This is an optimization exercise on Yosys and OpenROAD, whose aim is small area, a short achievable clock period and few clock cycles, not a production implementation. The RTL was checked by simulation tests, not by an equivalence proof against the original design. Power figures rest on the tool's default switching activity, not on a simulated workload.

==> design.v <==
package r4k_pkg;
  localparam int MAX_XLEN = 128;
  typedef enum logic [2:0] {
    OP_MULT  = 3'd0,
    OP_MULTU = 3'd1,
    OP_DIV   = 3'd2,
    OP_DIVU  = 3'd3,
    OP_MTHI  = 3'd4,
    OP_MTLO  = 3'd5
  } muldiv_op_e;
  typedef enum logic [1:0] {
    IDLE = 2'd0,
    MUL  = 2'd1,
    DIV  = 2'd2,
    FIX  = 2'd3
  } muldiv_state_e;
  function automatic logic [MAX_XLEN-1:0] sext32(input logic [31:0] v);
    sext32 = {{(MAX_XLEN-32){v[31]}}, v};
  endfunction
endpackage
module r4k_div_iter #(
  parameter int XLEN = 64
) (
  input  logic            clk,
  input  logic            reset,
  input  logic            start,
  input  logic            step,
  input  logic [XLEN-1:0] dividend,
  input  logic [XLEN-1:0] divisor,
  output logic [XLEN-1:0] quotient,
  output logic [XLEN-1:0] remainder,
  output logic            busy
);
  localparam int CW = $clog2(XLEN) + 1;
  logic [XLEN-1:0] dvsr;
  logic [CW-1:0]   left;
  logic [XLEN:0]   trial;
  always_comb begin
    trial = {remainder, quotient[XLEN-1]} - {1'b0, dvsr};
  end
  assign busy = (left != '0);
  always_ff @(posedge clk or posedge reset) begin
    if (reset) begin
      quotient  <= '0;
      remainder <= '0;
      dvsr      <= '0;
      left      <= '0;
    end else if (start) begin
      quotient  <= dividend;
      remainder <= '0;
      dvsr      <= divisor;
      left      <= CW'(XLEN);
    end else if (step && busy) begin
      if (!trial[XLEN]) begin
        remainder <= trial[XLEN-1:0];
        quotient  <= {quotient[XLEN-2:0], 1'b1};
      end else begin
        remainder <= {remainder[XLEN-2:0], quotient[XLEN-1]};
        quotient  <= {quotient[XLEN-2:0], 1'b0};
      end
      left <= left - CW'(1);
    end
  end
endmodule
module r4k_muldiv_unit #(
  parameter int              XLEN     = 64,
  parameter int              MUL_BITS = 4,
  parameter logic [XLEN-1:0] START_HI = '0,
  parameter logic [XLEN-1:0] START_LO = '0
) (
  input  logic            clk,
  input  logic            reset,
  input  logic            start_valid,
  output logic            start_ready,
  input  logic [2:0]      op,
  input  logic            op_word,
  input  logic            kill,
  input  logic [XLEN-1:0] rs_value,
  input  logic [XLEN-1:0] rt_value,
  output logic [XLEN-1:0] hi_out,
  output logic [XLEN-1:0] lo_out,
  output logic            busy,
  output logic            done
);
  localparam int CW = $clog2(XLEN) + 1;
  r4k_pkg::muldiv_state_e state, state_next;
  logic [CW-1:0]          cnt;
  logic [XLEN-1:0]        opa;
  logic [2*XLEN-1:0]      acc;
  logic                   sa, sb, word_r, div_r, bzero_r, mt_done;
  logic                   accept, is_signed, is_mul_op, is_div_op, is_mt_op;
  logic [XLEN-1:0]        a_ext, b_ext, a_abs, b_abs;
  logic                   a_neg, b_neg;
  logic [XLEN+MUL_BITS-1:0] partial, upper;
  logic [2*XLEN-1:0]      mul_next, prod;
  logic [XLEN-1:0]        div_quo, div_rem, quo_s, rem_s, a_val;
  logic                   div_busy, div_step;
  logic [XLEN-1:0]        fix_hi, fix_lo;
  function automatic logic [XLEN-1:0] sx(input logic [31:0] v);
    sx = XLEN'(r4k_pkg::sext32(v));
  endfunction
  function automatic logic [XLEN-1:0] zx(input logic [31:0] v);
    zx = XLEN'(v);
  endfunction
  always_comb begin
    is_mul_op = (op == r4k_pkg::OP_MULT) || (op == r4k_pkg::OP_MULTU);
    is_div_op = (op == r4k_pkg::OP_DIV)  || (op == r4k_pkg::OP_DIVU);
    is_mt_op  = (op == r4k_pkg::OP_MTHI) || (op == r4k_pkg::OP_MTLO);
    is_signed = (op == r4k_pkg::OP_MULT) || (op == r4k_pkg::OP_DIV);
    accept    = start_valid && start_ready && !kill && (op <= 3'd5);
    a_ext     = rs_value;
    b_ext     = rt_value;
    if (op_word) begin
      a_ext = is_signed ? sx(rs_value[31:0]) : zx(rs_value[31:0]);
      b_ext = is_signed ? sx(rt_value[31:0]) : zx(rt_value[31:0]);
    end
    a_neg = is_signed && a_ext[XLEN-1];
    b_neg = is_signed && b_ext[XLEN-1];
    a_abs = a_neg ? -a_ext : a_ext;
    b_abs = b_neg ? -b_ext : b_ext;
  end
  always_comb begin
    partial = '0;
    for (int i = 0; i < MUL_BITS; i++) begin
      if (acc[i]) begin
        partial = partial + ({{MUL_BITS{1'b0}}, opa} << i);
      end
    end
    upper    = {{MUL_BITS{1'b0}}, acc[2*XLEN-1:XLEN]} + partial;
    mul_next = {upper, acc[XLEN-1:MUL_BITS]};
  end
  assign div_step = (state == r4k_pkg::DIV) && !kill && !bzero_r && div_busy;
  r4k_div_iter #(
    .XLEN (XLEN)
  ) u_div (
    .clk       (clk),
    .reset     (reset),
    .start     (accept && is_div_op),
    .step      (div_step),
    .dividend  (a_abs),
    .divisor   (b_abs),
    .quotient  (div_quo),
    .remainder (div_rem),
    .busy      (div_busy)
  );
  always_comb begin
    prod  = (sa ^ sb) ? -acc : acc;
    quo_s = (sa ^ sb) ? -div_quo : div_quo;
    rem_s = sa ? -div_rem : div_rem;
    a_val = sa ? -opa : opa;
    if (!div_r) begin
      fix_hi = word_r ? sx(prod[63:32]) : prod[2*XLEN-1:XLEN];
      fix_lo = word_r ? sx(prod[31:0])  : prod[XLEN-1:0];
    end else if (bzero_r) begin
      fix_hi = word_r ? sx(a_val[31:0]) : a_val;
      fix_lo = '1;
    end else begin
      fix_hi = word_r ? sx(rem_s[31:0]) : rem_s;
      fix_lo = word_r ? sx(quo_s[31:0]) : quo_s;
    end
  end
  always_ff @(posedge clk or posedge reset) begin
    if (reset) begin
      state <= r4k_pkg::IDLE;
    end else begin
      state <= state_next;
    end
  end
  always_comb begin
    state_next  = state;
    start_ready = (state == r4k_pkg::IDLE);
    busy        = (state != r4k_pkg::IDLE);
    done        = mt_done || ((state == r4k_pkg::FIX) && !kill);
    case (state)
      r4k_pkg::IDLE: begin
        if (accept && is_mul_op) begin
          state_next = r4k_pkg::MUL;
        end else if (accept && is_div_op) begin
          state_next = r4k_pkg::DIV;
        end
      end
      r4k_pkg::MUL: begin
        if (kill) begin
          state_next = r4k_pkg::IDLE;
        end else if (cnt == CW'(1)) begin
          state_next = r4k_pkg::FIX;
        end
      end
      r4k_pkg::DIV: begin
        if (kill) begin
          state_next = r4k_pkg::IDLE;
        end else if (bzero_r || (cnt == CW'(1))) begin
          state_next = r4k_pkg::FIX;
        end
      end
      r4k_pkg::FIX: begin
        state_next = r4k_pkg::IDLE;
      end
      default: begin
        state_next = r4k_pkg::IDLE;
      end
    endcase
  end
  always_ff @(posedge clk or posedge reset) begin
    if (reset) begin
      hi_out  <= START_HI;
      lo_out  <= START_LO;
      mt_done <= 1'b0;
      cnt     <= '0;
      opa     <= '0;
      acc     <= '0;
      sa      <= 1'b0;
      sb      <= 1'b0;
      word_r  <= 1'b0;
      div_r   <= 1'b0;
      bzero_r <= 1'b0;
    end else begin
      mt_done <= accept && is_mt_op;
      if (accept) begin
        if (op == r4k_pkg::OP_MTHI) begin
          hi_out <= rs_value;
        end
        if (op == r4k_pkg::OP_MTLO) begin
          lo_out <= rs_value;
        end
        sa      <= a_neg;
        sb      <= b_neg;
        word_r  <= op_word;
        div_r   <= is_div_op;
        bzero_r <= (b_abs == '0);
        opa     <= a_abs;
        acc     <= {{XLEN{1'b0}}, b_abs};
        cnt     <= is_div_op ? CW'(XLEN) : CW'(XLEN / MUL_BITS);
      end
      if ((state == r4k_pkg::MUL) && !kill) begin
        acc <= mul_next;
        cnt <= cnt - CW'(1);
      end
      if ((state == r4k_pkg::DIV) && !kill) begin
        cnt <= cnt - CW'(1);
      end
      if ((state == r4k_pkg::FIX) && !kill) begin
        hi_out <= fix_hi;
        lo_out <= fix_lo;
      end
    end
  end
endmodule
==> run.sh <==
#!/bin/bash
# synth_recipe.tcl (not shown) runs the flow's synth.tcl, then flattens the netlist and writes it again
# the make line also repeats each setting of config.mk as NAME=value (left out here)
make -C /OpenROAD-flow-scripts/flow DESIGN_CONFIG=/design/flow/config.mk WORK_HOME=/design/flow/orfs CLKGATE_MAP_FILE= SYNTH_SCRIPT=/design/flow/synth_recipe.tcl finish
==> config.mk <==
export PLATFORM = sky130hd
export DESIGN_NAME = r4k_muldiv_unit
export DESIGN_NICKNAME = r4k_muldiv_unit
export VERILOG_FILES = /design/flow/design.v
export SDC_FILE = /design/flow/constraint.sdc
export NUM_CORES = 4
export LEC_CHECK = 0
export CAP_MARGIN = 20
export CORE_MARGIN = 2
export CORE_UTILIZATION = 40
export SLEW_MARGIN = 20
==> constraint.sdc <==
create_clock -name core_clock -period 11.0 [get_ports {clk}]
set_input_delay 2.2000 -clock core_clock [delete_from_list [all_inputs] [get_ports {clk}]]
set_output_delay 2.2000 -clock core_clock [all_outputs]
set_load 0.01 [all_outputs]
==> impl_metrics.yaml <==
run:
  cap_violations: 0
grt:
  grt_remaining_overflow: 0
  grt_max_degree: 191
  grt_usage_pct: 31.4
  grt_first_pass_wirelength_microns: 343000
  grt_pass1_vias: 53600
  antenna_found_initial: 12
power:
  power_density_mw_per_mm2: 403
  finalPower_mw: 25.3
  leakage_nw: 27.3
  ir_worst_vdd_v: 0.000183
sta:
  hold_viol_final: 0
  finalSetupViolCount: 0
  hold_ws_ns: 0.480
  rsz0062_at_grt: "true"
  fin_worst_skew_ns: 0.0253
  setup_tns_ns: 0
  worst_slack_ns: 0.566
  worst_pin_slew_ns: 1.16
  slew_headroom_pct: 21.9
  drv_slew: 0
  min_period_over_period_pct: 94.9
  finalCriticalPeriod_ns: 10.43
  fmax_mhz: 95.8
detailed_routing:
  firstDrtPassIters: 9
  postRouteAntennaNets: 0
  wirelength_microns: 232000
  wl_per_cell_microns: 24.8
  viasPerCell: 6.20
  drt-initial-drc-count: 6425
  vias: 58100
  drc: 0
logic_synthesis:
  yosys.area_share.simple_pct: 19.7
  synth_fp_nets: 7940
  synth_flop_cell: "dfrtp_1"
  synth_xor_area_share_pct: 11.3
  synth_top_cell_area_share_pct: 24.0
  synth_commonest_cells: "nand2_1, o21ai_0, a21oi_1"
  synthMuxAreaShare_pct: 5.04
  synth_fa_ha_area_share_pct: 7.61
  synth_seq_area_share_pct: 24.0
  synth-edff-count: 0
  synth-compound-area-share_pct: 27.8
  synth_most_common_cell: "nand2_1"
  ys_warn_count: 2
  synthTopCellsByArea: "dfrtp_1, ha_1, o21ai_0"
  synth_top_area_cell: "dfrtp_1"
  ys_async_sr_fraction_pct: 100
  syn-cell-area_sq_mm: 0.0557
  ys_ff_latch: 534
  synth_top_family_by_area: "compound AO/OA/AOI/OAI gates"
  yosysUniqueCellTypes: 89
  syn-mean-instance-area_sq_um: 7.45
  synthCells: 7471
critical_path:
  max_stage_delay_ns: 0.46
  end_kind: "flip-flop"
  cp.required_ns: 11.58
  critPathMaxFanout: 5
  ff2ff_path_depth: 53
  cpMaxStageDelayCell: "dfrtp_2"
  crit_arrival_ns: 11.02
  regToRegSetupSlack_ns: 0.57
  path_class: "reg2reg"
  crit_path_start_kind: "flip-flop"
clock_tree:
  clockBufferDepth: 3
  holdBufCountCts: 0
  insertion_delay_ns: 0.67
  clkSinkCount: 534
  cts_inserted_buffers: 60
  htreeDepth: 2
  cts_root_buffer: "clkbuf_16"
  path_clk_slew_ns: 0.07
  cts_tree: "built"
layout:
  drive_gt1_share_pct: 6.92
  fin_cells: 9365
  synthToLayoutAreaGrowth_pct: 12.7
  fin_util_pct: 45.5
  finalInstanceArea_sq_mm: 0.0627
  fin_nets: 7990
min_path:
  hold_class: "reg2reg"
  min_path_cells: 2
outcome:
  outcome: "finished clean"
die:
  die_x_microns: 377
  die_h_microns: 377
  fp-row-count: 136
  ios: 267
  coreArea_sq_mm: 0.138
  initial_core_util_pct: 40.4
  die_area_sq_mm: 0.142
place:
  place_ws_ns: 0.128
  place.gp.congestion: 0.999
  dp_cells: 9242
  post_dp_cell_area_sq_mm: 0.0603
  dpl.hpwl_microns: 180000
  io_buffers: 266
## layer usage
metal,vias to the layer above,wire [microns],GRT usage [%]
met5,-,44,0
met4,6,11100,13.4
met3,443,20700,4.95
met2,2687,99700,47.5
met1,27900,101000,44.0
li1,27100,-,-
## cell type report
| class | count | area, sq um |
|---|---|---|
| Fill cell | 14000 | 75100 |
| Multi-Input combinational cell | 6257 | 40200 |
| Sequential cell | 534 | 13400 |
| Timing Repair Buffer | 439 | 4030 |
| Tap cell | 1794 | 2240 |
| Clock buffer | 85 | 1740 |
| Inverter | 229 | 863 |
| Clock inverter | 24 | 309 |
| Antenna cell | 3 | 7.51 |
## critical path, delay by kind of cell (launching register included)
family | cells | cell delay (ns)
AO/OA/AOI/OAI | 32 | 5.90
XOR/XNOR | 2 | 0.14
adder cells (fa/ha/maj) | 5 | 1.56
buffers and inverters | 3 | 0.41
flip-flops | 1 | 0.46
multiplexers | 2 | 0.55
AND/OR/NAND/NOR | 9 | 1.30
## registers in the layout (all words and copies together) (netlist names)
| register | cells |
|---|---|
| acc | 128 |
| hi_out | 64 |
| lo_out | 64 |
| opa | 64 |
| u_div.dvsr | 64 |
| u_div.quotient | 64 |
| u_div.remainder | 64 |
| cnt | 7 |
| u_div.left | 7 |
| state | 2 |
| bzero_r | 1 |
| div_r | 1 |
| mt_done | 1 |
| sa | 1 |
| sb | 1 |
| word_r | 1 |
## logic make-up (layout without fill, tap and decap cells)
family                   after synthesis  after routing
adder cells (fa/ha/maj)              336            336
other                                  0              3
AND/OR/NAND/NOR                     2414           2414
AO/OA/AOI/OAI                       2527           2527
buffers and inverters                680            777
multiplexers                         265            265
XOR/XNOR                             715            715
flip-flops                           534            534
## cells in the final DEF (no fill, tap or decap), types with 225 or more instances in the layout
cell,synthesis,layout
inv_1,226,225
clkdlybuf4s50_1,0,265
dfrtp_1,534,526
xor2_1,321,318
o21ai_0,801,791
nor2_1,640,635
a21oi_1,686,669
xnor2_1,394,392
nand2_1,947,944
ha_1,328,322
## power by group
part / internal (mW) / leakage (nW) / total (mW) / switching, mW
combinational: 7.23 / 19.6 / 18.7 / 11.4
clock: 1.25 / 1.00 / 2.16 / 0.908
sequential: 2.83 / 6.71 / 4.44 / 1.61
## worst paths after layout
path	start	endpoint
setup / recovery	acc[0]$_DFFE_PP0P_	acc[127]$_DFFE_PP0P_
hold / removal	u_div.dvsr[26]$_DFFE_PP0P_	u_div.dvsr[26]$_DFFE_PP0P_
setup reg to reg	acc[0]$_DFFE_PP0P_	acc[127]$_DFFE_PP0P_
hold reg to reg	u_div.dvsr[26]$_DFFE_PP0P_	u_div.dvsr[26]$_DFFE_PP0P_
max in group asynchronous	reset	acc[94]$_DFFE_PP0P_
min in group asynchronous	reset	opa[6]$_DFFE_PP0P_
## timing repair
action / CTS / global route
buffers inserted: 0 / 10
resized for setup: 0 / 68
endpoints found under the setup margin: 0 / 16
Testbench counts, summed over its fixed seeds: cycles 92,680.

-- separate check: timing with driven ports --
Ports are ideal in the flow. The routed layout listed here was re-timed in OpenROAD. Step 1 assumes that a clkbuf_16 drives the clock port and a buf_2 every other input. Step 2 also shifts input and output timing later by t, the mid clock arrival at the registers, as if the neighbouring blocks saw the same clock. Three values: no drivers, after step 1, after step 2; two values: the first two.
shift t [ns]: 0.732
setup WS [ns]: 0.566 / 0.566 / 0.566
worst hold slack (ns): 0.480 / 0.480 / 0.480
worst setup path after step 2: register to register
After both steps this run still meets setup and hold. For this run, drivers alone change the setup slack by 0.000 ns; drivers and shift together by 0.000 ns.
